This design comes from an exercise in tuning for small area, a short achievable clock period and few clock cycles per item on the open sky130 flow, not from production work.
The RTL of this run was laid out without a check of its function.

`flow/config.mk`:
```
export PLATFORM = sky130hd
export DESIGN_NAME = palette_color_quantizer
export DESIGN_NICKNAME = palette_color_quantizer
export VERILOG_FILES = /design/flow/design.v
export SDC_FILE = /design/flow/constraint.sdc
export NUM_CORES = 4
export LEC_CHECK = 0
export CAP_MARGIN = 20
export CORE_MARGIN = 2
export CORE_UTILIZATION = 40
export SLEW_MARGIN = 20
```
`flow/constraint.sdc`:
```
create_clock -name core_clock -period 5.0 [get_ports {clock}]
set_input_delay 1.0000 -clock core_clock [delete_from_list [all_inputs] [get_ports {clock}]]
set_output_delay 1.0000 -clock core_clock [all_outputs]
set_load 0.01 [all_outputs]
```
`flow/design.v`:
```
`default_nettype none
package pcq_pkg;
   localparam int CHAN_W      = 8;
   localparam int INDEX_W     = 6;
   localparam int COUNT_W     = 7;
   localparam int MODE_W      = 2;
   localparam int DIST_W      = 18;    
   localparam int COLOR_W     = 3 * CHAN_W;
   localparam int POST_BIAS   = 42;
   localparam int POST_STEP   = 85;
   localparam logic [MODE_W-1:0] MODE_PASS      = 2'd0;
   localparam logic [MODE_W-1:0] MODE_POSTERIZE = 2'd1;
   localparam logic [MODE_W-1:0] MODE_PALETTE   = 2'd2;
   localparam logic [COUNT_W-1:0] COUNT_RESET = 7'd16;
endpackage
`default_nettype wire
`default_nettype none
import pcq_pkg::*;
module pcq_dist
(
   input  logic                 clock,
   input  logic [COLOR_W-1:0]   pixel,
   input  logic [COLOR_W-1:0]   entry,
   output logic [DIST_W-1:0]    dsq
);
   logic [8:0]  y0, y1, y2;
   logic [23:0] a_ff;      
   logic [2:0]  s_ff;      
   logic [34:0] b_ff;
   logic [DIST_W-1:0] dist_ff;
   assign y0 = {1'b0, pixel[7:0]}   - {1'b0, entry[7:0]};
   assign y1 = {1'b0, pixel[15:8]}  - {1'b0, entry[15:8]};
   assign y2 = {1'b0, pixel[23:16]} - {1'b0, entry[23:16]};
   always_ff @(posedge clock) begin
      s_ff <= {y2[8], y1[8], y0[8]};
      a_ff <= {y2[7:0] ^ {8{y2[8]}}, y1[7:0] ^ {8{y1[8]}}, y0[7:0] ^ {8{y0[8]}}};
   end
   wire t_w0 = a_ff[1] & ~a_ff[0];
   wire t_w1 = a_ff[1] & a_ff[0];
   wire t_w2 = a_ff[2] & ~a_ff[1];
   wire t_w3 = a_ff[2] & a_ff[1];
   wire t_w4 = a_ff[3] & ~a_ff[2];
   wire t_w5 = a_ff[3] & a_ff[2];
   wire t_w6 = a_ff[4] & ~a_ff[3];
   wire t_w7 = a_ff[4] & a_ff[3];
   wire t_w8 = a_ff[5] & ~a_ff[4];
   wire t_w9 = a_ff[5] & a_ff[4];
   wire t_w10 = a_ff[6] & ~a_ff[5];
   wire t_w11 = a_ff[6] & a_ff[5];
   wire t_w12 = a_ff[7] & ~a_ff[6];
   wire t_w13 = a_ff[7] & a_ff[6];
   wire t_w14 = a_ff[0] & a_ff[2];
   wire t_w15 = a_ff[0] & a_ff[3];
   wire t_w16 = a_ff[0] & a_ff[4];
   wire t_w17 = a_ff[0] & a_ff[5];
   wire t_w18 = a_ff[0] & a_ff[6];
   wire t_w19 = a_ff[0] & a_ff[7];
   wire t_w20 = a_ff[1] & a_ff[3];
   wire t_w21 = a_ff[1] & a_ff[4];
   wire t_w22 = a_ff[1] & a_ff[5];
   wire t_w23 = a_ff[1] & a_ff[6];
   wire t_w24 = a_ff[1] & a_ff[7];
   wire t_w25 = a_ff[2] & a_ff[4];
   wire t_w26 = a_ff[2] & a_ff[5];
   wire t_w27 = a_ff[2] & a_ff[6];
   wire t_w28 = a_ff[2] & a_ff[7];
   wire t_w29 = a_ff[3] & a_ff[5];
   wire t_w30 = a_ff[3] & a_ff[6];
   wire t_w31 = a_ff[3] & a_ff[7];
   wire t_w32 = a_ff[4] & a_ff[6];
   wire t_w33 = a_ff[4] & a_ff[7];
   wire t_w34 = a_ff[5] & a_ff[7];
   wire t_w35 = s_ff[0] & a_ff[0];
   wire t_w36 = s_ff[0] & a_ff[1];
   wire t_w37 = s_ff[0] & a_ff[2];
   wire t_w38 = s_ff[0] & a_ff[3];
   wire t_w39 = s_ff[0] & a_ff[4];
   wire t_w40 = s_ff[0] & a_ff[5];
   wire t_w41 = s_ff[0] & a_ff[6];
   wire t_w42 = s_ff[0] & a_ff[7];
   wire t_w43 = a_ff[9] & ~a_ff[8];
   wire t_w44 = a_ff[9] & a_ff[8];
   wire t_w45 = a_ff[10] & ~a_ff[9];
   wire t_w46 = a_ff[10] & a_ff[9];
   wire t_w47 = a_ff[11] & ~a_ff[10];
   wire t_w48 = a_ff[11] & a_ff[10];
   wire t_w49 = a_ff[12] & ~a_ff[11];
   wire t_w50 = a_ff[12] & a_ff[11];
   wire t_w51 = a_ff[13] & ~a_ff[12];
   wire t_w52 = a_ff[13] & a_ff[12];
   wire t_w53 = a_ff[14] & ~a_ff[13];
   wire t_w54 = a_ff[14] & a_ff[13];
   wire t_w55 = a_ff[15] & ~a_ff[14];
   wire t_w56 = a_ff[15] & a_ff[14];
   wire t_w57 = a_ff[8] & a_ff[10];
   wire t_w58 = a_ff[8] & a_ff[11];
   wire t_w59 = a_ff[8] & a_ff[12];
   wire t_w60 = a_ff[8] & a_ff[13];
   wire t_w61 = a_ff[8] & a_ff[14];
   wire t_w62 = a_ff[8] & a_ff[15];
   wire t_w63 = a_ff[9] & a_ff[11];
   wire t_w64 = a_ff[9] & a_ff[12];
   wire t_w65 = a_ff[9] & a_ff[13];
   wire t_w66 = a_ff[9] & a_ff[14];
   wire t_w67 = a_ff[9] & a_ff[15];
   wire t_w68 = a_ff[10] & a_ff[12];
   wire t_w69 = a_ff[10] & a_ff[13];
   wire t_w70 = a_ff[10] & a_ff[14];
   wire t_w71 = a_ff[10] & a_ff[15];
   wire t_w72 = a_ff[11] & a_ff[13];
   wire t_w73 = a_ff[11] & a_ff[14];
   wire t_w74 = a_ff[11] & a_ff[15];
   wire t_w75 = a_ff[12] & a_ff[14];
   wire t_w76 = a_ff[12] & a_ff[15];
   wire t_w77 = a_ff[13] & a_ff[15];
   wire t_w78 = s_ff[1] & a_ff[8];
   wire t_w79 = s_ff[1] & a_ff[9];
   wire t_w80 = s_ff[1] & a_ff[10];
   wire t_w81 = s_ff[1] & a_ff[11];
   wire t_w82 = s_ff[1] & a_ff[12];
   wire t_w83 = s_ff[1] & a_ff[13];
   wire t_w84 = s_ff[1] & a_ff[14];
   wire t_w85 = s_ff[1] & a_ff[15];
   wire t_w86 = a_ff[17] & ~a_ff[16];
   wire t_w87 = a_ff[17] & a_ff[16];
   wire t_w88 = a_ff[18] & ~a_ff[17];
   wire t_w89 = a_ff[18] & a_ff[17];
   wire t_w90 = a_ff[19] & ~a_ff[18];
   wire t_w91 = a_ff[19] & a_ff[18];
   wire t_w92 = a_ff[20] & ~a_ff[19];
   wire t_w93 = a_ff[20] & a_ff[19];
   wire t_w94 = a_ff[21] & ~a_ff[20];
   wire t_w95 = a_ff[21] & a_ff[20];
   wire t_w96 = a_ff[22] & ~a_ff[21];
   wire t_w97 = a_ff[22] & a_ff[21];
   wire t_w98 = a_ff[23] & ~a_ff[22];
   wire t_w99 = a_ff[23] & a_ff[22];
   wire t_w100 = a_ff[16] & a_ff[18];
   wire t_w101 = a_ff[16] & a_ff[19];
   wire t_w102 = a_ff[16] & a_ff[20];
   wire t_w103 = a_ff[16] & a_ff[21];
   wire t_w104 = a_ff[16] & a_ff[22];
   wire t_w105 = a_ff[16] & a_ff[23];
   wire t_w106 = a_ff[17] & a_ff[19];
   wire t_w107 = a_ff[17] & a_ff[20];
   wire t_w108 = a_ff[17] & a_ff[21];
   wire t_w109 = a_ff[17] & a_ff[22];
   wire t_w110 = a_ff[17] & a_ff[23];
   wire t_w111 = a_ff[18] & a_ff[20];
   wire t_w112 = a_ff[18] & a_ff[21];
   wire t_w113 = a_ff[18] & a_ff[22];
   wire t_w114 = a_ff[18] & a_ff[23];
   wire t_w115 = a_ff[19] & a_ff[21];
   wire t_w116 = a_ff[19] & a_ff[22];
   wire t_w117 = a_ff[19] & a_ff[23];
   wire t_w118 = a_ff[20] & a_ff[22];
   wire t_w119 = a_ff[20] & a_ff[23];
   wire t_w120 = a_ff[21] & a_ff[23];
   wire t_w121 = s_ff[2] & a_ff[16];
   wire t_w122 = s_ff[2] & a_ff[17];
   wire t_w123 = s_ff[2] & a_ff[18];
   wire t_w124 = s_ff[2] & a_ff[19];
   wire t_w125 = s_ff[2] & a_ff[20];
   wire t_w126 = s_ff[2] & a_ff[21];
   wire t_w127 = s_ff[2] & a_ff[22];
   wire t_w128 = s_ff[2] & a_ff[23];
   wire t_w129 = t_w5 ^ t_w18 ^ t_w22;
   wire t_w130 = (t_w5 & t_w18) | (t_w5 & t_w22) | (t_w18 & t_w22);
   wire t_w131 = t_w6 ^ t_w19 ^ t_w23;
   wire t_w132 = (t_w6 & t_w19) | (t_w6 & t_w23) | (t_w19 & t_w23);
   wire t_w133 = t_w26 ^ t_w42;
   wire t_w134 = t_w26 & t_w42;
   wire t_w135 = t_w7 ^ t_w24;
   wire t_w136 = t_w7 & t_w24;
   wire t_w137 = t_w3 ^ t_w16 ^ t_w20;
   wire t_w138 = (t_w3 & t_w16) | (t_w3 & t_w20) | (t_w16 & t_w20);
   wire t_w139 = t_w39 ^ t_w46;
   wire t_w140 = t_w39 & t_w46;
   wire t_w141 = t_w4 ^ t_w17 ^ t_w21;
   wire t_w142 = (t_w4 & t_w17) | (t_w4 & t_w21) | (t_w17 & t_w21);
   wire t_w143 = t_w40 ^ t_w47 ^ t_w60;
   wire t_w144 = (t_w40 & t_w47) | (t_w40 & t_w60) | (t_w47 & t_w60);
   wire t_w145 = t_w64 ^ t_w83;
   wire t_w146 = t_w64 & t_w83;
   wire t_w147 = t_w129 ^ t_w25 ^ t_w41;
   wire t_w148 = (t_w129 & t_w25) | (t_w129 & t_w41) | (t_w25 & t_w41);
   wire t_w149 = t_w48 ^ t_w61 ^ t_w65;
   wire t_w150 = (t_w48 & t_w61) | (t_w48 & t_w65) | (t_w61 & t_w65);
   wire t_w151 = t_w68 ^ t_w84 ^ t_w91;
   wire t_w152 = (t_w68 & t_w84) | (t_w68 & t_w91) | (t_w84 & t_w91);
   wire t_w153 = t_w104 ^ t_w108;
   wire t_w154 = t_w104 & t_w108;
   wire t_w155 = t_w130 ^ t_w131 ^ t_w133;
   wire t_w156 = (t_w130 & t_w131) | (t_w130 & t_w133) | (t_w131 & t_w133);
   wire t_w157 = t_w49 ^ t_w62 ^ t_w66;
   wire t_w158 = (t_w49 & t_w62) | (t_w49 & t_w66) | (t_w62 & t_w66);
   wire t_w159 = t_w69 ^ t_w85 ^ t_w92;
   wire t_w160 = (t_w69 & t_w85) | (t_w69 & t_w92) | (t_w85 & t_w92);
   wire t_w161 = t_w105 ^ t_w109 ^ t_w112;
   wire t_w162 = (t_w105 & t_w109) | (t_w105 & t_w112) | (t_w109 & t_w112);
   wire t_w163 = t_w132 ^ t_w134 ^ t_w135;
   wire t_w164 = (t_w132 & t_w134) | (t_w132 & t_w135) | (t_w134 & t_w135);
   wire t_w165 = t_w27 ^ t_w29 ^ t_w50;
   wire t_w166 = (t_w27 & t_w29) | (t_w27 & t_w50) | (t_w29 & t_w50);
   wire t_w167 = t_w67 ^ t_w70 ^ t_w72;
   wire t_w168 = (t_w67 & t_w70) | (t_w67 & t_w72) | (t_w70 & t_w72);
   wire t_w169 = t_w93 ^ t_w110 ^ t_w113;
   wire t_w170 = (t_w93 & t_w110) | (t_w93 & t_w113) | (t_w110 & t_w113);
   wire t_w171 = t_w136 ^ t_w8 ^ t_w28;
   wire t_w172 = (t_w136 & t_w8) | (t_w136 & t_w28) | (t_w8 & t_w28);
   wire t_w173 = t_w30 ^ t_w51 ^ t_w71;
   wire t_w174 = (t_w30 & t_w51) | (t_w30 & t_w71) | (t_w51 & t_w71);
   wire t_w175 = t_w73 ^ t_w94;
   wire t_w176 = t_w73 & t_w94;
   wire t_w177 = t_w9 ^ t_w31 ^ t_w32;
   wire t_w178 = (t_w9 & t_w31) | (t_w9 & t_w32) | (t_w31 & t_w32);
   wire t_w179 = t_w52 ^ t_w74;
   wire t_w180 = t_w52 & t_w74;
   wire t_w181 = t_w1 ^ t_w14 ^ t_w37;
   wire t_w182 = (t_w1 & t_w14) | (t_w1 & t_w37) | (t_w14 & t_w37);
   wire t_w183 = t_w44 ^ t_w57;
   wire t_w184 = t_w44 & t_w57;
   wire t_w185 = t_w2 ^ t_w15 ^ t_w38;
   wire t_w186 = (t_w2 & t_w15) | (t_w2 & t_w38) | (t_w15 & t_w38);
   wire t_w187 = t_w45 ^ t_w58 ^ t_w81;
   wire t_w188 = (t_w45 & t_w58) | (t_w45 & t_w81) | (t_w58 & t_w81);
   wire t_w189 = t_w88 ^ t_w101;
   wire t_w190 = t_w88 & t_w101;
   wire t_w191 = t_w137 ^ t_w139 ^ t_w59;
   wire t_w192 = (t_w137 & t_w139) | (t_w137 & t_w59) | (t_w139 & t_w59);
   wire t_w193 = t_w63 ^ t_w82 ^ t_w89;
   wire t_w194 = (t_w63 & t_w82) | (t_w63 & t_w89) | (t_w82 & t_w89);
   wire t_w195 = t_w102 ^ t_w106 ^ t_w125;
   wire t_w196 = (t_w102 & t_w106) | (t_w102 & t_w125) | (t_w106 & t_w125);
   wire t_w197 = t_w138 ^ t_w140 ^ t_w141;
   wire t_w198 = (t_w138 & t_w140) | (t_w138 & t_w141) | (t_w140 & t_w141);
   wire t_w199 = t_w143 ^ t_w145 ^ t_w90;
   wire t_w200 = (t_w143 & t_w145) | (t_w143 & t_w90) | (t_w145 & t_w90);
   wire t_w201 = t_w103 ^ t_w107 ^ t_w126;
   wire t_w202 = (t_w103 & t_w107) | (t_w103 & t_w126) | (t_w107 & t_w126);
   wire t_w203 = t_w142 ^ t_w144 ^ t_w146;
   wire t_w204 = (t_w142 & t_w144) | (t_w142 & t_w146) | (t_w144 & t_w146);
   wire t_w205 = t_w147 ^ t_w149 ^ t_w151;
   wire t_w206 = (t_w147 & t_w149) | (t_w147 & t_w151) | (t_w149 & t_w151);
   wire t_w207 = t_w153 ^ t_w111 ^ t_w127;
   wire t_w208 = (t_w153 & t_w111) | (t_w153 & t_w127) | (t_w111 & t_w127);
   wire t_w209 = t_w148 ^ t_w150 ^ t_w152;
   wire t_w210 = (t_w148 & t_w150) | (t_w148 & t_w152) | (t_w150 & t_w152);
   wire t_w211 = t_w154 ^ t_w155 ^ t_w157;
   wire t_w212 = (t_w154 & t_w155) | (t_w154 & t_w157) | (t_w155 & t_w157);
   wire t_w213 = t_w159 ^ t_w161 ^ t_w128;
   wire t_w214 = (t_w159 & t_w161) | (t_w159 & t_w128) | (t_w161 & t_w128);
   wire t_w215 = t_w156 ^ t_w158 ^ t_w160;
   wire t_w216 = (t_w156 & t_w158) | (t_w156 & t_w160) | (t_w158 & t_w160);
   wire t_w217 = t_w162 ^ t_w163 ^ t_w165;
   wire t_w218 = (t_w162 & t_w163) | (t_w162 & t_w165) | (t_w163 & t_w165);
   wire t_w219 = t_w167 ^ t_w169 ^ t_w115;
   wire t_w220 = (t_w167 & t_w169) | (t_w167 & t_w115) | (t_w169 & t_w115);
   wire t_w221 = t_w164 ^ t_w166 ^ t_w168;
   wire t_w222 = (t_w164 & t_w166) | (t_w164 & t_w168) | (t_w166 & t_w168);
   wire t_w223 = t_w170 ^ t_w171 ^ t_w173;
   wire t_w224 = (t_w170 & t_w171) | (t_w170 & t_w173) | (t_w171 & t_w173);
   wire t_w225 = t_w175 ^ t_w114 ^ t_w116;
   wire t_w226 = (t_w175 & t_w114) | (t_w175 & t_w116) | (t_w114 & t_w116);
   wire t_w227 = t_w172 ^ t_w174 ^ t_w176;
   wire t_w228 = (t_w172 & t_w174) | (t_w172 & t_w176) | (t_w174 & t_w176);
   wire t_w229 = t_w177 ^ t_w179 ^ t_w75;
   wire t_w230 = (t_w177 & t_w179) | (t_w177 & t_w75) | (t_w179 & t_w75);
   wire t_w231 = t_w95 ^ t_w117 ^ t_w118;
   wire t_w232 = (t_w95 & t_w117) | (t_w95 & t_w118) | (t_w117 & t_w118);
   wire t_w233 = t_w178 ^ t_w180 ^ t_w10;
   wire t_w234 = (t_w178 & t_w180) | (t_w178 & t_w10) | (t_w180 & t_w10);
   wire t_w235 = t_w33 ^ t_w53 ^ t_w76;
   wire t_w236 = (t_w33 & t_w53) | (t_w33 & t_w76) | (t_w53 & t_w76);
   wire t_w237 = t_w96 ^ t_w119;
   wire t_w238 = t_w96 & t_w119;
   wire t_w239 = t_w11 ^ t_w34 ^ t_w54;
   wire t_w240 = (t_w11 & t_w34) | (t_w11 & t_w54) | (t_w34 & t_w54);
   wire t_w241 = t_w77 ^ t_w97;
   wire t_w242 = t_w77 & t_w97;
   wire t_w243 = a_ff[0] ^ s_ff[0] ^ a_ff[8];
   wire t_w244 = (a_ff[0] & s_ff[0]) | (a_ff[0] & a_ff[8]) | (s_ff[0] & a_ff[8]);
   wire t_w245 = t_w0 ^ t_w36 ^ t_w43;
   wire t_w246 = (t_w0 & t_w36) | (t_w0 & t_w43) | (t_w36 & t_w43);
   wire t_w247 = t_w181 ^ t_w183 ^ t_w80;
   wire t_w248 = (t_w181 & t_w183) | (t_w181 & t_w80) | (t_w183 & t_w80);
   wire t_w249 = t_w87 ^ t_w100;
   wire t_w250 = t_w87 & t_w100;
   wire t_w251 = t_w182 ^ t_w184 ^ t_w185;
   wire t_w252 = (t_w182 & t_w184) | (t_w182 & t_w185) | (t_w184 & t_w185);
   wire t_w253 = t_w187 ^ t_w189 ^ t_w124;
   wire t_w254 = (t_w187 & t_w189) | (t_w187 & t_w124) | (t_w189 & t_w124);
   wire t_w255 = t_w186 ^ t_w188 ^ t_w190;
   wire t_w256 = (t_w186 & t_w188) | (t_w186 & t_w190) | (t_w188 & t_w190);
   wire t_w257 = t_w191 ^ t_w193 ^ t_w195;
   wire t_w258 = (t_w191 & t_w193) | (t_w191 & t_w195) | (t_w193 & t_w195);
   wire t_w259 = t_w192 ^ t_w194 ^ t_w196;
   wire t_w260 = (t_w192 & t_w194) | (t_w192 & t_w196) | (t_w194 & t_w196);
   wire t_w261 = t_w197 ^ t_w199 ^ t_w201;
   wire t_w262 = (t_w197 & t_w199) | (t_w197 & t_w201) | (t_w199 & t_w201);
   wire t_w263 = t_w198 ^ t_w200 ^ t_w202;
   wire t_w264 = (t_w198 & t_w200) | (t_w198 & t_w202) | (t_w200 & t_w202);
   wire t_w265 = t_w203 ^ t_w205 ^ t_w207;
   wire t_w266 = (t_w203 & t_w205) | (t_w203 & t_w207) | (t_w205 & t_w207);
   wire t_w267 = t_w204 ^ t_w206 ^ t_w208;
   wire t_w268 = (t_w204 & t_w206) | (t_w204 & t_w208) | (t_w206 & t_w208);
   wire t_w269 = t_w209 ^ t_w211 ^ t_w213;
   wire t_w270 = (t_w209 & t_w211) | (t_w209 & t_w213) | (t_w211 & t_w213);
   wire t_w271 = t_w210 ^ t_w212 ^ t_w214;
   wire t_w272 = (t_w210 & t_w212) | (t_w210 & t_w214) | (t_w212 & t_w214);
   wire t_w273 = t_w215 ^ t_w217 ^ t_w219;
   wire t_w274 = (t_w215 & t_w217) | (t_w215 & t_w219) | (t_w217 & t_w219);
   wire t_w275 = t_w216 ^ t_w218 ^ t_w220;
   wire t_w276 = (t_w216 & t_w218) | (t_w216 & t_w220) | (t_w218 & t_w220);
   wire t_w277 = t_w221 ^ t_w223 ^ t_w225;
   wire t_w278 = (t_w221 & t_w223) | (t_w221 & t_w225) | (t_w223 & t_w225);
   wire t_w279 = t_w222 ^ t_w224 ^ t_w226;
   wire t_w280 = (t_w222 & t_w224) | (t_w222 & t_w226) | (t_w224 & t_w226);
   wire t_w281 = t_w227 ^ t_w229 ^ t_w231;
   wire t_w282 = (t_w227 & t_w229) | (t_w227 & t_w231) | (t_w229 & t_w231);
   wire t_w283 = t_w228 ^ t_w230 ^ t_w232;
   wire t_w284 = (t_w228 & t_w230) | (t_w228 & t_w232) | (t_w230 & t_w232);
   wire t_w285 = t_w233 ^ t_w235 ^ t_w237;
   wire t_w286 = (t_w233 & t_w235) | (t_w233 & t_w237) | (t_w235 & t_w237);
   wire t_w287 = t_w234 ^ t_w236 ^ t_w238;
   wire t_w288 = (t_w234 & t_w236) | (t_w234 & t_w238) | (t_w236 & t_w238);
   wire t_w289 = t_w239 ^ t_w241 ^ t_w120;
   wire t_w290 = (t_w239 & t_w241) | (t_w239 & t_w120) | (t_w241 & t_w120);
   wire t_w291 = t_w240 ^ t_w242 ^ t_w12;
   wire t_w292 = (t_w240 & t_w242) | (t_w240 & t_w12) | (t_w242 & t_w12);
   wire t_w293 = t_w55 ^ t_w98;
   wire t_w294 = t_w55 & t_w98;
   wire t_w295 = t_w13 ^ t_w56;
   wire t_w296 = t_w13 & t_w56;
   wire t_w297 = t_w243 ^ s_ff[1];
   wire t_w298 = t_w243 & s_ff[1];
   wire t_w299 = t_w244 ^ t_w35 ^ t_w78;
   wire t_w300 = (t_w244 & t_w35) | (t_w244 & t_w78) | (t_w35 & t_w78);
   wire t_w301 = t_w245 ^ t_w79 ^ t_w86;
   wire t_w302 = (t_w245 & t_w79) | (t_w245 & t_w86) | (t_w79 & t_w86);
   wire t_w303 = t_w246 ^ t_w247 ^ t_w249;
   wire t_w304 = (t_w246 & t_w247) | (t_w246 & t_w249) | (t_w247 & t_w249);
   wire t_w305 = t_w248 ^ t_w250 ^ t_w251;
   wire t_w306 = (t_w248 & t_w250) | (t_w248 & t_w251) | (t_w250 & t_w251);
   wire t_w307 = t_w252 ^ t_w254 ^ t_w255;
   wire t_w308 = (t_w252 & t_w254) | (t_w252 & t_w255) | (t_w254 & t_w255);
   wire t_w309 = t_w256 ^ t_w258 ^ t_w259;
   wire t_w310 = (t_w256 & t_w258) | (t_w256 & t_w259) | (t_w258 & t_w259);
   wire t_w311 = t_w260 ^ t_w262 ^ t_w263;
   wire t_w312 = (t_w260 & t_w262) | (t_w260 & t_w263) | (t_w262 & t_w263);
   wire t_w313 = t_w264 ^ t_w266 ^ t_w267;
   wire t_w314 = (t_w264 & t_w266) | (t_w264 & t_w267) | (t_w266 & t_w267);
   wire t_w315 = t_w268 ^ t_w270 ^ t_w271;
   wire t_w316 = (t_w268 & t_w270) | (t_w268 & t_w271) | (t_w270 & t_w271);
   wire t_w317 = t_w272 ^ t_w274 ^ t_w275;
   wire t_w318 = (t_w272 & t_w274) | (t_w272 & t_w275) | (t_w274 & t_w275);
   wire t_w319 = t_w276 ^ t_w278 ^ t_w279;
   wire t_w320 = (t_w276 & t_w278) | (t_w276 & t_w279) | (t_w278 & t_w279);
   wire t_w321 = t_w280 ^ t_w282 ^ t_w283;
   wire t_w322 = (t_w280 & t_w282) | (t_w280 & t_w283) | (t_w282 & t_w283);
   wire t_w323 = t_w284 ^ t_w286 ^ t_w287;
   wire t_w324 = (t_w284 & t_w286) | (t_w284 & t_w287) | (t_w286 & t_w287);
   wire t_w325 = t_w288 ^ t_w290 ^ t_w291;
   wire t_w326 = (t_w288 & t_w290) | (t_w288 & t_w291) | (t_w290 & t_w291);
   wire t_w327 = t_w292 ^ t_w294 ^ t_w295;
   wire t_w328 = (t_w292 & t_w294) | (t_w292 & t_w295) | (t_w294 & t_w295);
   wire t_w329 = t_w297 ^ a_ff[16];
   wire t_w330 = t_w297 & a_ff[16];
   wire t_w331 = t_w298 ^ t_w299 ^ t_w121;
   wire t_w332 = (t_w298 & t_w299) | (t_w298 & t_w121) | (t_w299 & t_w121);
   wire t_w333 = t_w300 ^ t_w301 ^ t_w122;
   wire t_w334 = (t_w300 & t_w301) | (t_w300 & t_w122) | (t_w301 & t_w122);
   wire t_w335 = t_w302 ^ t_w303 ^ t_w123;
   wire t_w336 = (t_w302 & t_w303) | (t_w302 & t_w123) | (t_w303 & t_w123);
   wire t_w337 = t_w304 ^ t_w305 ^ t_w253;
   wire t_w338 = (t_w304 & t_w305) | (t_w304 & t_w253) | (t_w305 & t_w253);
   wire t_w339 = t_w306 ^ t_w307 ^ t_w257;
   wire t_w340 = (t_w306 & t_w307) | (t_w306 & t_w257) | (t_w307 & t_w257);
   wire t_w341 = t_w308 ^ t_w309 ^ t_w261;
   wire t_w342 = (t_w308 & t_w309) | (t_w308 & t_w261) | (t_w309 & t_w261);
   wire t_w343 = t_w310 ^ t_w311 ^ t_w265;
   wire t_w344 = (t_w310 & t_w311) | (t_w310 & t_w265) | (t_w311 & t_w265);
   wire t_w345 = t_w312 ^ t_w313 ^ t_w269;
   wire t_w346 = (t_w312 & t_w313) | (t_w312 & t_w269) | (t_w313 & t_w269);
   wire t_w347 = t_w314 ^ t_w315 ^ t_w273;
   wire t_w348 = (t_w314 & t_w315) | (t_w314 & t_w273) | (t_w315 & t_w273);
   wire t_w349 = t_w316 ^ t_w317 ^ t_w277;
   wire t_w350 = (t_w316 & t_w317) | (t_w316 & t_w277) | (t_w317 & t_w277);
   wire t_w351 = t_w318 ^ t_w319 ^ t_w281;
   wire t_w352 = (t_w318 & t_w319) | (t_w318 & t_w281) | (t_w319 & t_w281);
   wire t_w353 = t_w320 ^ t_w321 ^ t_w285;
   wire t_w354 = (t_w320 & t_w321) | (t_w320 & t_w285) | (t_w321 & t_w285);
   wire t_w355 = t_w322 ^ t_w323 ^ t_w289;
   wire t_w356 = (t_w322 & t_w323) | (t_w322 & t_w289) | (t_w323 & t_w289);
   wire t_w357 = t_w324 ^ t_w325 ^ t_w293;
   wire t_w358 = (t_w324 & t_w325) | (t_w324 & t_w293) | (t_w325 & t_w293);
   wire t_w359 = t_w326 ^ t_w327 ^ t_w99;
   wire t_w360 = (t_w326 & t_w327) | (t_w326 & t_w99) | (t_w327 & t_w99);
   wire t_w361 = t_w328 ^ t_w296;
   wire t_w362 = t_w328 & t_w296;
   always_ff @(posedge clock) begin
      b_ff <= {t_w362, t_w361, t_w360, t_w359, t_w358, t_w357, t_w356, t_w355, t_w354, t_w353, t_w352, t_w351, t_w350, t_w349, t_w348, t_w347, t_w346, t_w345, t_w344, t_w343, t_w342, t_w341, t_w340, t_w339, t_w338, t_w337, t_w336, t_w335, t_w334, t_w333, t_w332, t_w331, t_w330, s_ff[2], t_w329};
   end
   always_ff @(posedge clock) begin
      dist_ff <= {b_ff[34], b_ff[32], b_ff[30], b_ff[28], b_ff[26], b_ff[24], b_ff[22], b_ff[20], b_ff[18], b_ff[16], b_ff[14], b_ff[12], b_ff[10], b_ff[8], b_ff[6], b_ff[4], b_ff[2], b_ff[0]} +
                 {1'b0, b_ff[33], b_ff[31], b_ff[29], b_ff[27], b_ff[25], b_ff[23], b_ff[21], b_ff[19], b_ff[17], b_ff[15], b_ff[13], b_ff[11], b_ff[9], b_ff[7], b_ff[5], b_ff[3], b_ff[1]};
   end
   assign dsq = dist_ff;
endmodule
`default_nettype wire
`default_nettype none
import pcq_pkg::*;
module palette_color_quantizer
#(
   parameter int PALETTE_DEPTH = 64
) (
   input  wire         clock,
   input  wire         reset,
   input  wire         req_valid,
   output logic        req_stall,
   input  wire  [30:0] req_data,
   output logic        rsp_valid,
   input  wire         rsp_stall,
   output logic [29:0] rsp_data,
   input  wire         csr_valid,
   output logic        csr_ready,
   input  wire  [0:0]  csr_index,
   input  wire  [6:0]  csr_wdata
);
   localparam int P    = 16;       
   localparam int F    = 8;        
   logic [MODE_W-1:0]   color_mode_ff;
   logic [COUNT_W-1:0]  palette_count_ff;
   logic [6:0]          search_n;         
   logic [1:0]            last_row;         
   logic                pal_mode;
   logic [30:0]         rq_ff;
   logic                rq_v_ff;
   logic                stall_ff;
   logic [1:0]            row_ff;
   logic [COLOR_W-1:0]  rq_color;
   logic                rq_write;
   logic                cap;
   logic                issue;
   logic                issue_last;
   logic                wr_now;
   logic                rq_v_in;
   logic [1:0]            row_in;
   logic                rq_write_in;
   logic [3:0]            cnt_ff, cnt_in;
   logic                stall_in;
   logic [COLOR_W-1:0]  palette_mem [0:63];
   logic [COLOR_W-1:0]  ent [0:P-1];
   logic [DIST_W-1:0]   dist_c [0:P-1];
   logic             ka_v, ka_first, ka_last;
   logic [1:0]       ka_row;
   logic [4:0]       ka_lim;
   logic             kb_v, kb_first, kb_last;
   logic [1:0]       kb_row;
   logic [4:0]       kb_lim;
   logic             kc_v, kc_first, kc_last;
   logic [1:0]       kc_row;
   logic [4:0]       kc_lim;
   logic             kt2_v, kt2_first, kt2_last;
   logic [1:0]       kt2_row;
   logic [4:0]       kt2_lim;
   logic             ke_v, ke_first, ke_last;
   logic [1:0]       ke_row;
   logic [4:0]       ke_lim;
   logic [DIST_W-1:0] n1_0_d;
   logic [0:0] n1_0_i;
   logic n1_0_t;
   logic [DIST_W-1:0] n1_1_d;
   logic [0:0] n1_1_i;
   logic n1_1_t;
   logic [DIST_W-1:0] n1_2_d;
   logic [0:0] n1_2_i;
   logic n1_2_t;
   logic [DIST_W-1:0] n1_3_d;
   logic [0:0] n1_3_i;
   logic n1_3_t;
   logic [DIST_W-1:0] n1_4_d;
   logic [0:0] n1_4_i;
   logic n1_4_t;
   logic [DIST_W-1:0] n1_5_d;
   logic [0:0] n1_5_i;
   logic n1_5_t;
   logic [DIST_W-1:0] n1_6_d;
   logic [0:0] n1_6_i;
   logic n1_6_t;
   logic [DIST_W-1:0] n1_7_d;
   logic [0:0] n1_7_i;
   logic n1_7_t;
   logic [DIST_W-1:0] n2_0_d;
   logic [1:0] n2_0_i;
   logic n2_0_t;
   logic [DIST_W-1:0] n2_1_d;
   logic [1:0] n2_1_i;
   logic n2_1_t;
   logic [DIST_W-1:0] n2_2_d;
   logic [1:0] n2_2_i;
   logic n2_2_t;
   logic [DIST_W-1:0] n2_3_d;
   logic [1:0] n2_3_i;
   logic n2_3_t;
   logic [DIST_W-1:0] rt2_0_d;
   logic [1:0] rt2_0_i;
   logic [DIST_W-1:0] rt2_1_d;
   logic [1:0] rt2_1_i;
   logic [DIST_W-1:0] rt2_2_d;
   logic [1:0] rt2_2_i;
   logic [DIST_W-1:0] rt2_3_d;
   logic [1:0] rt2_3_i;
   logic [DIST_W-1:0] n3_0_d;
   logic [2:0] n3_0_i;
   logic n3_0_t;
   logic [DIST_W-1:0] n3_1_d;
   logic [2:0] n3_1_i;
   logic n3_1_t;
   logic [DIST_W-1:0] n4_0_d;
   logic [3:0] n4_0_i;
   logic n4_0_t;
   logic [DIST_W-1:0] re_0_d;
   logic [3:0] re_0_i;
   logic [DIST_W-1:0]   best_d_ff;
   logic [5:0]          best_i_ff;
   logic                acc_take;
   logic [DIST_W-1:0]   acc_d;
   logic [5:0]          acc_i;
   logic [5:0]          root_idx;
   logic [5:0]          fq_ff [0:F-1];
   logic [F-1:0]        fv_ff;
   logic                push;
   logic                load;
   logic                rsp_valid_ff;
   logic [29:0]         rsp_data_ff;
   logic [29:0]         rsp_data_in;
   assign rq_color = rq_ff[29:6];
   assign rq_write = rq_ff[30];
   assign pal_mode = (color_mode_ff == MODE_PALETTE);
   localparam int POST_T1 = POST_STEP - POST_BIAS;
   localparam int POST_T2 = 2 * POST_STEP - POST_BIAS;
   localparam int POST_T3 = 3 * POST_STEP - POST_BIAS;
   function automatic logic [CHAN_W-1:0] posterize(input logic [CHAN_W-1:0] c);
      logic [CHAN_W-1:0] level;
      if (32'(c) < POST_T1) begin
         level = '0;
      end else if (32'(c) < POST_T2) begin
         level = CHAN_W'(POST_STEP);
      end else if (32'(c) < POST_T3) begin
         level = CHAN_W'(2 * POST_STEP);
      end else begin
         level = CHAN_W'(3 * POST_STEP);
      end
      posterize = level;
   endfunction
   always_comb begin
      if (palette_count_ff == '0) begin
         search_n = 7'd1;
      end else if (palette_count_ff > 7'd64) begin
         search_n = 7'd64;
      end else begin
         search_n = palette_count_ff;
      end
   end
   assign last_row = 2'((search_n - 7'd1) >> 4);
   assign csr_ready = 1'b1;
   assign req_stall = stall_ff;
   assign cap        = req_valid && !stall_ff;
   assign issue      = rq_v_ff && !rq_write;
   assign issue_last = !pal_mode || (row_ff == last_row);
   assign wr_now     = rq_v_ff && rq_write && (cnt_ff == '0);
   always_comb begin
      rq_v_in     = rq_v_ff;
      row_in      = row_ff;
      rq_write_in = rq_write;
      if (cap) begin
         rq_v_in     = 1'b1;
         row_in      = '0;
         rq_write_in = req_data[30];
      end else if (issue) begin
         if (issue_last) begin
            rq_v_in = 1'b0;
         end else begin
            row_in = row_ff + 2'(1);
         end
      end else if (wr_now) begin
         rq_v_in = 1'b0;
      end
   end
   always_comb begin
      cnt_in = cnt_ff;
      if (cap && !req_data[30] && !load) begin
         cnt_in = cnt_ff + 4'(1);
      end else if (load && !(cap && !req_data[30])) begin
         cnt_in = cnt_ff - 4'(1);
      end
   end
   assign stall_in = (cnt_in >= 4'(F)) ||
                     (rq_v_in && rq_write_in && (cnt_in != '0)) ||
                     (rq_v_in && !rq_write_in && pal_mode && (row_in != last_row)) ||
                     (!pal_mode && (cnt_in != '0));
   always_ff @(posedge clock) begin
      if (!stall_ff) begin
         rq_ff <= req_data;
      end
      if (wr_now) begin
         palette_mem[rq_ff[5:0]] <= rq_color;
      end
   end
   always_ff @(posedge clock) begin
      if (reset) begin
         rq_v_ff          <= 1'b0;
         stall_ff         <= 1'b0;
         cnt_ff           <= '0;
         color_mode_ff    <= MODE_PASS;
         palette_count_ff <= COUNT_RESET;
      end else begin
         rq_v_ff  <= rq_v_in;
         stall_ff <= stall_in;
         cnt_ff   <= cnt_in;
         if (csr_valid) begin
            if (csr_index == 1'b0) begin
               color_mode_ff <= csr_wdata[MODE_W-1:0];
            end else begin
               palette_count_ff <= csr_wdata;
            end
         end
      end
      row_ff <= row_in;
   end
   always_comb begin
         ent[0] = palette_mem[{row_ff, 4'd0}];
         ent[1] = palette_mem[{row_ff, 4'd1}];
         ent[2] = palette_mem[{row_ff, 4'd2}];
         ent[3] = palette_mem[{row_ff, 4'd3}];
         ent[4] = palette_mem[{row_ff, 4'd4}];
         ent[5] = palette_mem[{row_ff, 4'd5}];
         ent[6] = palette_mem[{row_ff, 4'd6}];
         ent[7] = palette_mem[{row_ff, 4'd7}];
         ent[8] = palette_mem[{row_ff, 4'd8}];
         ent[9] = palette_mem[{row_ff, 4'd9}];
         ent[10] = palette_mem[{row_ff, 4'd10}];
         ent[11] = palette_mem[{row_ff, 4'd11}];
         ent[12] = palette_mem[{row_ff, 4'd12}];
         ent[13] = palette_mem[{row_ff, 4'd13}];
         ent[14] = palette_mem[{row_ff, 4'd14}];
         ent[15] = palette_mem[{row_ff, 4'd15}];
   end
   pcq_dist u_dist_0 (.clock(clock), .pixel(rq_color), .entry(ent[0]), .dsq(dist_c[0]));
   pcq_dist u_dist_1 (.clock(clock), .pixel(rq_color), .entry(ent[1]), .dsq(dist_c[1]));
   pcq_dist u_dist_2 (.clock(clock), .pixel(rq_color), .entry(ent[2]), .dsq(dist_c[2]));
   pcq_dist u_dist_3 (.clock(clock), .pixel(rq_color), .entry(ent[3]), .dsq(dist_c[3]));
   pcq_dist u_dist_4 (.clock(clock), .pixel(rq_color), .entry(ent[4]), .dsq(dist_c[4]));
   pcq_dist u_dist_5 (.clock(clock), .pixel(rq_color), .entry(ent[5]), .dsq(dist_c[5]));
   pcq_dist u_dist_6 (.clock(clock), .pixel(rq_color), .entry(ent[6]), .dsq(dist_c[6]));
   pcq_dist u_dist_7 (.clock(clock), .pixel(rq_color), .entry(ent[7]), .dsq(dist_c[7]));
   pcq_dist u_dist_8 (.clock(clock), .pixel(rq_color), .entry(ent[8]), .dsq(dist_c[8]));
   pcq_dist u_dist_9 (.clock(clock), .pixel(rq_color), .entry(ent[9]), .dsq(dist_c[9]));
   pcq_dist u_dist_10 (.clock(clock), .pixel(rq_color), .entry(ent[10]), .dsq(dist_c[10]));
   pcq_dist u_dist_11 (.clock(clock), .pixel(rq_color), .entry(ent[11]), .dsq(dist_c[11]));
   pcq_dist u_dist_12 (.clock(clock), .pixel(rq_color), .entry(ent[12]), .dsq(dist_c[12]));
   pcq_dist u_dist_13 (.clock(clock), .pixel(rq_color), .entry(ent[13]), .dsq(dist_c[13]));
   pcq_dist u_dist_14 (.clock(clock), .pixel(rq_color), .entry(ent[14]), .dsq(dist_c[14]));
   pcq_dist u_dist_15 (.clock(clock), .pixel(rq_color), .entry(ent[15]), .dsq(dist_c[15]));
   always_ff @(posedge clock) begin
      if (reset) begin
         ka_v <= 1'b0;
         kb_v <= 1'b0;
         kc_v <= 1'b0;
         kt2_v <= 1'b0;
         ke_v <= 1'b0;
      end else begin
         ka_v <= issue;
         kb_v <= ka_v;
         kc_v <= kb_v;
         kt2_v <= kc_v;
         ke_v <= kt2_v;
      end
      ka_first <= (row_ff == '0);
      ka_last  <= issue_last;
      ka_row   <= row_ff;
      ka_lim   <= (row_ff == last_row) ? 5'(search_n - 7'({row_ff, 4'd0})) : 5'(P);
      kb_first <= ka_first;
      kb_last  <= ka_last;
      kb_row   <= ka_row;
      kb_lim   <= ka_lim;
      kc_first <= kb_first;
      kc_last  <= kb_last;
      kc_row   <= kb_row;
      kc_lim   <= kb_lim;
      kt2_first <= kc_first;
      kt2_last  <= kc_last;
      kt2_row   <= kc_row;
      kt2_lim   <= kc_lim;
      ke_first <= kt2_first;
      ke_last  <= kt2_last;
      ke_row   <= kt2_row;
      ke_lim   <= kt2_lim;
   end
   assign n1_0_t = (kc_lim > 5'd1) && (dist_c[1] < dist_c[0]);
   assign n1_0_d = n1_0_t ? dist_c[1] : dist_c[0];
   assign n1_0_i = n1_0_t;
   assign n1_1_t = (kc_lim > 5'd3) && (dist_c[3] < dist_c[2]);
   assign n1_1_d = n1_1_t ? dist_c[3] : dist_c[2];
   assign n1_1_i = n1_1_t;
   assign n1_2_t = (kc_lim > 5'd5) && (dist_c[5] < dist_c[4]);
   assign n1_2_d = n1_2_t ? dist_c[5] : dist_c[4];
   assign n1_2_i = n1_2_t;
   assign n1_3_t = (kc_lim > 5'd7) && (dist_c[7] < dist_c[6]);
   assign n1_3_d = n1_3_t ? dist_c[7] : dist_c[6];
   assign n1_3_i = n1_3_t;
   assign n1_4_t = (kc_lim > 5'd9) && (dist_c[9] < dist_c[8]);
   assign n1_4_d = n1_4_t ? dist_c[9] : dist_c[8];
   assign n1_4_i = n1_4_t;
   assign n1_5_t = (kc_lim > 5'd11) && (dist_c[11] < dist_c[10]);
   assign n1_5_d = n1_5_t ? dist_c[11] : dist_c[10];
   assign n1_5_i = n1_5_t;
   assign n1_6_t = (kc_lim > 5'd13) && (dist_c[13] < dist_c[12]);
   assign n1_6_d = n1_6_t ? dist_c[13] : dist_c[12];
   assign n1_6_i = n1_6_t;
   assign n1_7_t = (kc_lim > 5'd15) && (dist_c[15] < dist_c[14]);
   assign n1_7_d = n1_7_t ? dist_c[15] : dist_c[14];
   assign n1_7_i = n1_7_t;
   assign n2_0_t = (kc_lim > 5'd2) && (n1_1_d < n1_0_d);
   assign n2_0_d = n2_0_t ? n1_1_d : n1_0_d;
   assign n2_0_i = n2_0_t ? {1'b1, n1_1_i} : {1'b0, n1_0_i};
   assign n2_1_t = (kc_lim > 5'd6) && (n1_3_d < n1_2_d);
   assign n2_1_d = n2_1_t ? n1_3_d : n1_2_d;
   assign n2_1_i = n2_1_t ? {1'b1, n1_3_i} : {1'b0, n1_2_i};
   assign n2_2_t = (kc_lim > 5'd10) && (n1_5_d < n1_4_d);
   assign n2_2_d = n2_2_t ? n1_5_d : n1_4_d;
   assign n2_2_i = n2_2_t ? {1'b1, n1_5_i} : {1'b0, n1_4_i};
   assign n2_3_t = (kc_lim > 5'd14) && (n1_7_d < n1_6_d);
   assign n2_3_d = n2_3_t ? n1_7_d : n1_6_d;
   assign n2_3_i = n2_3_t ? {1'b1, n1_7_i} : {1'b0, n1_6_i};
   assign n3_0_t = (kt2_lim > 5'd4) && (rt2_1_d < rt2_0_d);
   assign n3_0_d = n3_0_t ? rt2_1_d : rt2_0_d;
   assign n3_0_i = n3_0_t ? {1'b1, rt2_1_i} : {1'b0, rt2_0_i};
   assign n3_1_t = (kt2_lim > 5'd12) && (rt2_3_d < rt2_2_d);
   assign n3_1_d = n3_1_t ? rt2_3_d : rt2_2_d;
   assign n3_1_i = n3_1_t ? {1'b1, rt2_3_i} : {1'b0, rt2_2_i};
   assign n4_0_t = (kt2_lim > 5'd8) && (n3_1_d < n3_0_d);
   assign n4_0_d = n4_0_t ? n3_1_d : n3_0_d;
   assign n4_0_i = n4_0_t ? {1'b1, n3_1_i} : {1'b0, n3_0_i};
   always_ff @(posedge clock) begin
      rt2_0_d <= n2_0_d;
      rt2_0_i <= n2_0_i;
      rt2_1_d <= n2_1_d;
      rt2_1_i <= n2_1_i;
      rt2_2_d <= n2_2_d;
      rt2_2_i <= n2_2_i;
      rt2_3_d <= n2_3_d;
      rt2_3_i <= n2_3_i;
      re_0_d <= n4_0_d;
      re_0_i <= n4_0_i;
   end
   assign root_idx = {ke_row, re_0_i};
   assign acc_take = ke_first || (re_0_d < best_d_ff);
   assign acc_d    = acc_take ? re_0_d : best_d_ff;
   assign acc_i    = acc_take ? root_idx : best_i_ff;
   always_ff @(posedge clock) begin
      best_d_ff <= acc_d;
      best_i_ff <= acc_i;
   end
   assign push = ke_v && ke_last;
   assign load = fv_ff[0] && (!rsp_valid_ff || !rsp_stall);
   always_ff @(posedge clock) begin
      if (reset) begin
         fv_ff <= '0;
      end else if (load && !push) begin
         fv_ff <= {1'b0, fv_ff[F-1:1]};
      end else if (push && !load) begin
         fv_ff <= {fv_ff[F-2:0], 1'b1};
      end
   end
   always_ff @(posedge clock) begin
      if (load) begin
         if (push && fv_ff[0] && !fv_ff[1]) fq_ff[0] <= acc_i;
         else fq_ff[0] <= fq_ff[1];
      end else if (push && !fv_ff[0]) begin
         fq_ff[0] <= acc_i;
      end
      if (load) begin
         if (push && fv_ff[1] && !fv_ff[2]) fq_ff[1] <= acc_i;
         else fq_ff[1] <= fq_ff[2];
      end else if (push && !fv_ff[1] && fv_ff[0]) begin
         fq_ff[1] <= acc_i;
      end
      if (load) begin
         if (push && fv_ff[2] && !fv_ff[3]) fq_ff[2] <= acc_i;
         else fq_ff[2] <= fq_ff[3];
      end else if (push && !fv_ff[2] && fv_ff[1]) begin
         fq_ff[2] <= acc_i;
      end
      if (load) begin
         if (push && fv_ff[3] && !fv_ff[4]) fq_ff[3] <= acc_i;
         else fq_ff[3] <= fq_ff[4];
      end else if (push && !fv_ff[3] && fv_ff[2]) begin
         fq_ff[3] <= acc_i;
      end
      if (load) begin
         if (push && fv_ff[4] && !fv_ff[5]) fq_ff[4] <= acc_i;
         else fq_ff[4] <= fq_ff[5];
      end else if (push && !fv_ff[4] && fv_ff[3]) begin
         fq_ff[4] <= acc_i;
      end
      if (load) begin
         if (push && fv_ff[5] && !fv_ff[6]) fq_ff[5] <= acc_i;
         else fq_ff[5] <= fq_ff[6];
      end else if (push && !fv_ff[5] && fv_ff[4]) begin
         fq_ff[5] <= acc_i;
      end
      if (load) begin
         if (push && fv_ff[6] && !fv_ff[7]) fq_ff[6] <= acc_i;
         else fq_ff[6] <= fq_ff[7];
      end else if (push && !fv_ff[6] && fv_ff[5]) begin
         fq_ff[6] <= acc_i;
      end
      if (load) begin
         if (push && fv_ff[7]) fq_ff[7] <= acc_i;
         else fq_ff[7] <= fq_ff[7];
      end else if (push && !fv_ff[7] && fv_ff[6]) begin
         fq_ff[7] <= acc_i;
      end
   end
   always_comb begin
      if (pal_mode) begin
         rsp_data_in = {palette_mem[fq_ff[0]], fq_ff[0]};
      end else if (color_mode_ff == MODE_POSTERIZE) begin
         rsp_data_in = {posterize(rq_color[23:16]), posterize(rq_color[15:8]),
                        posterize(rq_color[7:0]), 6'd0};
      end else begin
         rsp_data_in = {rq_color, 6'd0};
      end
   end
   always_ff @(posedge clock) begin
      if (reset) begin
         rsp_valid_ff <= 1'b0;
      end else if (!rsp_valid_ff || !rsp_stall) begin
         rsp_valid_ff <= fv_ff[0];
      end
      if (load) begin
         rsp_data_ff <= rsp_data_in;
      end
   end
   assign rsp_valid = rsp_valid_ff;
   assign rsp_data  = rsp_data_ff;
endmodule
`default_nettype wire
```
`flow/run.sh`:
```
#!/bin/bash
# synth_recipe.tcl (not shown) runs the flow's synth.tcl, then flattens the netlist and writes it again
# the make line also repeats each setting of config.mk as NAME=value (left out here)
make -C /OpenROAD-flow-scripts/flow DESIGN_CONFIG=/design/flow/config.mk WORK_HOME=/design/flow/orfs CLKGATE_MAP_FILE= SYNTH_SCRIPT=/design/flow/synth_recipe.tcl finish
```
==> impl_metrics.json <==
{
  "status": "complete, no violations",
  "grt_use_total_pct": 24.4,
  "ys_ff_latch": 3128,
  "dieHeight_um": 707,
  "yosysUniqueCellTypes": 76,
  "nets": 19300,
  "grt_pass1_vias": 127000,
  "period_share_pct": 95.1,
  "crit_buf_inv": 5,
  "fp.dieW_um": 707,
  "maxSlewHeadroom_pct": 18.8,
  "yosys-top-cells-area": "edfxtp_1 (25%), fa_1 (17%), dfxtp_1 (15%)",
  "path_clk_slew_ns": 0.06,
  "clk_latency_ns": 1.08,
  "drc": 0,
  "synthCells": 16000,
  "top_layer_used": "met5",
  "fillers": 44400,
  "yosys.area.top_type_share_pct": 25.3,
  "hold_class": "reg2reg",
  "antenna_found_initial": 74,
  "largest_reg_flops": 1536,
  "synth_seq_area_share_pct": 40.1,
  "end_kind": "flop",
  "clkSinkCount": 3128,
  "drt-total-wl_um": 615000,
  "yosysTopAreaCell": "edfxtp_1",
  "cts-root-buf": "clkbuf_16",
  "tightest_slew_ns": 1.22,
  "syn_nets": 18900,
  "io_buffers": 75,
  "synth_edf_count": 1663,
  "arrival_ns": 5.67,
  "required_ns": 5.92,
  "ios": 77,
  "syn_area_um2": 198000,
  "cts_hold_buf": 0,
  "synthArstFlopShare_pct": 0,
  "grt.overflow.total": 0,
  "path_max_fanout": 9,
  "drtAntennaViolNets": 0,
  "fin_skew_ns": 0.107,
  "dp_slack_ns": -0.158,
  "utilization_pct": 44.8,
  "place.gp.congestion": 0.953,
  "syn_area_per_cell_um2": 12.4,
  "grt_pass1_wl_um": 885000,
  "vias_per_cell": 5.40,
  "worstPathCellList": "inv_1 > ha_4 > a2111oi_4 > o211ai_1 > o21ai_1 > nand2_1 > a221o_1 > a211oi_4 > buf_12 > buf_4 > mux2i_2 > inv_1 > ha_1 > and4_1 > a21oi_1 > nand2_1 > a2111oi_2 > o21ai_2 > o21bai_1 > a21bo_4 > buf_8 > mux2i_1",
  "grt_max_degree": 85,
  "met3WireLength_um": 62800,
  "drive_gt1_share_pct": 12.2,
  "cts_tree": "yes",
  "wl_met1_um": 241000,
  "start_kind": "flop",
  "detail_route.wl_per_cell_um": 26.6,
  "slew_violations": 0,
  "final-hold-violation-count": 0,
  "design.core.area_um2": 493000,
  "cts_buffers": 342,
  "cp_slowest_cell": "a2111oi_2",
  "drt_iter0_drc": 13100,
  "final_cells": 23200,
  "period_needed_ns": 4.75,
  "layout_setup_ws_ns": 0.246,
  "rows": 258,
  "num_vias": 125000,
  "yosys_warnings": 7,
  "dp_cells": 22500,
  "first_pass_iters": 6,
  "setup_viol": 0,
  "fmax_ghz": 0.210,
  "critical_path.max_stage_delay_ns": 0.40,
  "max-cap-violations": 0,
  "dp_hpwl_um": 469000,
  "crit_type": "reg2reg",
  "synth_ff_type": "edfxtp_1",
  "h-tree-depth": 5,
  "synthToLayoutAreaGrowth_pct": 11.8,
  "met2RoutedLength_um": 274000,
  "path_delay_family": "compound AO/OA/AOI/OAI gates",
  "clock_path_buffers": 4,
  "start_util_pct": 40.1,
  "die_area_um2": 500000
}
## layout make-up
cell class                 instances  area, µm²  area share, %
timing repair buffer             459       4540           2.05
clock inverter                   198       2400           1.09
tap                             6500       8130           3.68
sequential                      3128      79300           35.9
multi-input combinational       9804     107000           48.6
clock buffer                     432       9350           4.23
inverter                        2610       9800           4.43
antenna                           34       85.1         0.0385
## through the flow
step,cell area (µm²),hold slack [ns],TNS (ns)
finish,221000,0.326,0
floorplan,198000,0.310,0
CTS,221000,0.326,0
global route,221000,0.330,-0.375
global placement,209000,0.310,-3.05
detailed placement,209000,0.312,-1.90
## metal layers
layer,vias up,GRT usage (%)
li1,54400,-
met1,63800,31.8
met2,5723,37.6
met3,1164,6.19
met4,30,12.6
met5,-,0
## repair_timing
action | 4_1_cts | 5_1_grt
gates resized for setup | 9 | 22
buffers inserted | 0 | 5
endpoints found under the setup margin | 19 | 28
pin swaps | 0 | 7
## path summary, 6_finish.rpt
| kind | startpoint | to | slack [ns] | cells after the start |
|---|---|---|---|---|
| setup / recovery | u_dist_10.dist_ff[9] | rt2_2_d[2] | 0.25 | 22 |
| setup reg to reg | u_dist_10.dist_ff[9] | rt2_2_d[2] | 0.25 | 22 |
| hold reg to reg | kb_last | kc_last | 0.33 | 0 |
| hold / removal | kb_last | kc_last | 0.33 | 0 |
## placed cells by master, fill, tap and decap left out, types with 76 or more instances in the layout
cell,instances
nand2_1,688
clkbuf_16,349
dfxtp_1,1457
a21o_1,436
nor2b_1,507
mux4_2,888
and2_1,1216
xor2_1,319
nor3_1,138
buf_4,309
ha_1,1220
inv_1,2605
a31oi_1,76
fa_1,1648
xnor2_1,519
edfxtp_1,1663
nand2b_1,296
a21oi_1,366
mux2i_1,227
nor2_1,283
o21ai_0,346
## cell families after synthesis
| logic type | Yosys count | share of synthesized area, % |
|---|---|---|
| muxes | 1168 | 11.6 |
| adders and majority gates | 2870 | 24.4 |
| xor gates and xnor gates | 839 | 3.72 |
| AOI/OAI and AO/OA | 1566 | 5.09 |
| DFF | 3128 | 40.1 |
| other | 1 | 0.00190 |
| and+or+nand+nor | 3360 | 9.22 |
| buffers and inverters | 3069 | 5.91 |
## worst register-to-register path: stages (launching register included)
cell and delay (ns):
dfxtp_1 0.34, inv_1 0.08, ha_4 0.26, a2111oi_4 0.29
o211ai_1 0.14, o21ai_1 0.17, nand2_1 0.10, a221o_1 0.37
a211oi_4 0.30, buf_12 0.17, buf_4 0.15, mux2i_2 0.25
inv_1 0.06, ha_1 0.28, and4_1 0.17, a21oi_1 0.14
nand2_1 0.08, a2111oi_2 0.40, o21ai_2 0.13, o21bai_1 0.19
a21bo_4 0.23, buf_8 0.15, mux2i_1 0.21
## Yosys cell counts (25+ instances only)
cell type / count
inv_1: 2610
edfxtp_1: 1663
fa_1: 1648
dfxtp_1: 1465
ha_1: 1222
and2_1: 1216
mux4_2: 888
nand2_1: 688
xnor2_1: 520
nor2b_1: 508
a21o_1: 436
a21oi_1: 369
nor2_1: 348
o21ai_0: 348
xor2_1: 319
clkbuf_1: 303
nand2b_1: 296
mux2i_1: 234
nor3_1: 140
buf_1: 99
a31oi_1: 76
nand3_1: 63
o21a_1: 59
o21bai_1: 46
mux2_2: 44
buf_2: 37
a31o_2: 34
nand4_1: 34
a21boi_0: 26
a211oi_1: 25

separate check: timing with driven ports:
Ports are ideal in the flow. The routed layout listed here was re-timed in OpenROAD. Step 1 (the two cells are an assumption about what drives the block):
set clk [get_ports {clock}]
set_driving_cell -lib_cell sky130_fd_sc_hd__clkbuf_16 $clk
set_driving_cell -lib_cell sky130_fd_sc_hd__buf_2 [delete_from_list [all_inputs] $clk]
Step 2 also shifts input and output timing later by t, the mid clock arrival at the registers, as if the neighbouring blocks saw the same clock. a / b / c = ideal ports / drivers / drivers and shift; a / b = the first two.
t, ns: 1.123
setup slack, ns: 0.246 / 0.246 / 0.246
hold slack, ns: 0.326 / 0.326 / 0.326
worst setup path after step 2: register to register
After both steps this run still meets setup and hold. For this run, drivers alone change the setup slack by 0.000 ns; drivers and shift together by 0.000 ns.
